This is an optimization exercise on Yosys and OpenROAD, whose aim is small area and a short achievable clock period, not a production implementation.
Only simulation tests tie the RTL to the original design; equivalence was not proved.
No activity file was given, so power comes from the tool's default toggle rates.

Design ep_fifo_top, start of the top module:
module ep_fifo_top (
  input  logic                             fifoClk,
  input  logic                             fifoRstn,
  input  logic                             wr_stb,
  input  logic [ep_fifo_pkg::EP_ID_W-1:0]  wr_ep,
  input  logic [ep_fifo_pkg::BE_W-1:0]     wr_be,
  input  logic [ep_fifo_pkg::DATA_W-1:0]   wr_data,
  input  logic                             rd_stb,
  input  logic [ep_fifo_pkg::EP_ID_W-1:0]  rd_ep,
  output logic                             rd_valid,
  output logic [ep_fifo_pkg::EP_ID_W-1:0]  rd_rsp_ep,
  output logic [ep_fifo_pkg::BE_W-1:0]     rd_rsp_be,
  output logic [ep_fifo_pkg::DATA_W-1:0]   rd_rsp_data,
  output logic [ep_fifo_pkg::NUM_EP-1:0]   ep_empty,
  output logic [ep_fifo_pkg::NUM_EP-1:0]   ep_full,
  output logic [ep_fifo_pkg::NUM_EP-1:0]   ep_almost_full,
  output logic [ep_fifo_pkg::NUM_EP-1:0]   ep_almost_empty
);
==> flow/config.mk <==
export PLATFORM = sky130hd
export DESIGN_NAME = ep_fifo_top
export DESIGN_NICKNAME = ep_fifo_top
export VERILOG_FILES = /design/flow/design.v
export SDC_FILE = /design/flow/constraint.sdc
export NUM_CORES = 4
export LEC_CHECK = 0
export ABC_CLOCK_PERIOD_IN_PS = 2400
export CAP_MARGIN = 20
export CORE_MARGIN = 2
export CORE_UTILIZATION = 45
export CTS_CLUSTER_DIAMETER = 60
export CTS_CLUSTER_SIZE = 24
export PLACE_DENSITY = 0.6
export SETUP_SLACK_MARGIN = 2.5
export SLEW_MARGIN = 20
==> flow/constraint.sdc <==
create_clock -name core_clock -period 5.0 [get_ports {fifoClk}]
set_input_delay 1.0000 -clock core_clock [delete_from_list [all_inputs] [get_ports {fifoClk}]]
set_output_delay 1.0000 -clock core_clock [all_outputs]
set_load 0.01 [all_outputs]
run.sh (not shown) runs the stock make flow with config.mk's settings and CLKGATE_MAP_FILE= SYNTH_SCRIPT=/design/flow/synth_recipe.tcl, a recipe that flattens the netlist after the stock synthesis.
The first run finished clean.
Testbench counts at the start, summed over its fixed seeds: lat cycles 21,807, reads 21,807.
Change:
CORE_UTILIZATION = 65   (was 45)
CTS_CLUSTER_SIZE = 30   (was 24)
PLACE_DENSITY = 0.75   (was 0.6)
Outcome: The changed run completed without violations; power is about the same; design area drops by 0.32%; worst hold slack barely changes; via count climbs by 3.8%; non-clock buffer count grows by 35; wire length drops by 2.0%.
Change:
CORE_UTILIZATION = 55   (was 65)
CTS_BUF_LIST = sky130_fd_sc_hd__clkbuf_8 sky130_fd_sc_hd__clkbuf_16   (was default)
CTS_CLUSTER_SIZE = 24   (was 30)
PLACE_DENSITY = 0.7   (was 0.75)
Global-route usage is lower by 5.9 points.
Non-clock buffer count increases by 8.
Core utilization goes down by 12 points.
Change:
CORE_UTILIZATION = 40   (was 55)
CTS_BUF_LIST = default   (was sky130_fd_sc_hd__clkbuf_8 sky130_fd_sc_hd__clkbuf_16)
PLACE_DENSITY = 0.55   (was 0.7)
Effect:
- area after synthesis does not change
- final area went up by a few percent
- first-iteration DRC count went down by roughly a tenth
- worst setup slack gets better by 150 ps
- worst hold slack gets worse by 59 ps
- power went up by a few percent
- flip-flop and latch count does not change
Change:
CORE_UTILIZATION = 55   (was 40)
PLACE_DENSITY = 0.7   (was 0.55)
SETUP_SLACK_MARGIN = 2.4   (was 2.5)
Effect: The new run completed without violations; final cell count shrinks by 11%; clock skew hardly moves; final area went down by 2.7%; clock power went down by about 5%; synthesized cell count does not change; count of clock-buffer cells in the layout climbs by 10.
Change:
SETUP_SLACK_MARGIN = 2.5   (was 2.4)
Result:
- first-iteration DRC count came out lower by 3.7%
- total power came out lower by 1.3%
- sequential share of layout area came out lower by 0.42 points
- clock-buffer cell count came out lower by 6
- worst setup slack is better by 21 ps
- combinational power came out higher by about 7%
- global-route usage came out higher by 0.10 points
- design area came out higher by 0.60%

---

Starting RTL as in the previous note.
make LEC_CHECK=0 ABC_CLOCK_PERIOD_IN_PS=2400 CAP_MARGIN=20 CORE_MARGIN=2 CORE_UTILIZATION=55 CTS_CLUSTER_DIAMETER=60 CTS_CLUSTER_SIZE=24 PLACE_DENSITY=0.7 SETUP_SLACK_MARGIN=2.2 SLEW_MARGIN=20 finish   # period 5.0 ns
The starting point finished clean.
Testbench counts at the start, summed over its fixed seeds: lat cycles 21,807, reads 21,807.
Edit:
- CORE_UTILIZATION: 55 -> 45
- PLACE_DENSITY: 0.7 -> 0.6
- SETUP_SLACK_MARGIN: 2.2 -> 2.6
=>
- sequential power barely changes
- global-route usage decreases by 2.5 points
- cell count increases by 11%
- first-iteration DRC count decreases by 2.8%
- worst setup slack improved by 0.079 ns
- fmax increases by 2.9%
- wire length increases by 14%
- synthesized cell count stays the same
- total power increases by 4.3%
- worst hold slack improved by 0.067 ns
- critical path depth does not change
Edit:
- CORE_UTILIZATION: 45 -> 55
- PLACE_DENSITY: 0.6 -> 0.7
Hold slack improved by 0.051 ns.
Worst setup slack improved by 0.12 ns.
Routed wire length goes down by 6.6%.
Synthesized area stays the same.
Cell count goes down by 8.1%.
Edit:
- CTS_CLUSTER_DIAMETER: 60 -> 50
- CTS_CLUSTER_SIZE: 24 -> 20
- SETUP_SLACK_MARGIN: 2.6 -> 2.5
The new run passed the timing, DRC and antenna checks.
Core utilization fell by 0.51 points.
Setup slack improves by 0.0091 ns.
Area after synthesis stays the same.
Routed wire length drops by 2.3%.
Clock-buffer cell count increases by 33.
First-iteration DRC count fell by 12%.
Synthesized cell count does not change.
Combinational power is about the same.
Non-clock buffer count falls by 69.
Final cell count hardly moves.
Die area stays the same.

==> static timing again, ports no longer ideal <==
In the flow no input, the clock included, has a driving cell. The finished layouts below were timed again as built, in two steps. Step 1, drivers: a clkbuf_16 drives fifoClk and a buf_2 each remaining input, both assumed. Step 2 moves the port delays by t, midway between the first and last clock arrival at a register: inputs arrive t later, outputs are due t later. That takes back most of the time a late clock gives input paths. Slacks: ideal / step 1 / step 2; pairs: ideal / step 1.
| run | shift t [ns] | slack for setup (ns) | worst register clock-pin slew, ns | worst data-port slew with drivers (ns) |
|---|---|---|---|---|
| the first run of note 1 | 0.864 | 2.408 / 2.408 / 1.683 | 0.09 / 0.09 | 0.18 |
| the second run of note 1 | 0.871 | 2.254 / 2.254 / 1.700 | 0.10 / 0.10 | 0.07 |
| the third run of note 1 | 0.844 | 2.273 / 2.273 / 1.715 | 0.10 / 0.10 | 0.04 |
| the fourth run of note 1 | 0.863 | 2.422 / 2.422 / 1.673 | 0.10 / 0.10 | 0.13 |
| the fifth run of note 1 | 0.864 | 2.270 / 2.270 / 1.600 | 0.10 / 0.10 | 0.08 |
| the sixth run of note 1 | 0.839 | 2.292 / 2.292 / 1.712 | 0.10 / 0.10 | 0.04 |
| the first run of note 2 | 0.877 | 2.158 / 2.155 / 1.402 | 0.10 / 0.10 | 0.09 |
| the second run of note 2 | 0.876 | 2.238 / 2.238 / 1.727 | 0.10 / 0.10 | 0.12 |
| the third run of note 2 | 0.870 | 2.357 / 2.357 / 1.929 | 0.10 / 0.10 | 0.06 |
| the fourth run of note 2 | 0.884 | 2.366 / 2.366 / 1.658 | 0.09 / 0.09 | 0.04 |
After both steps setup and hold are still met in every run listed. The setup slack of the first run of note 2, which loses most, moves by -0.003 ns with the drivers and by -0.756 ns with both steps.
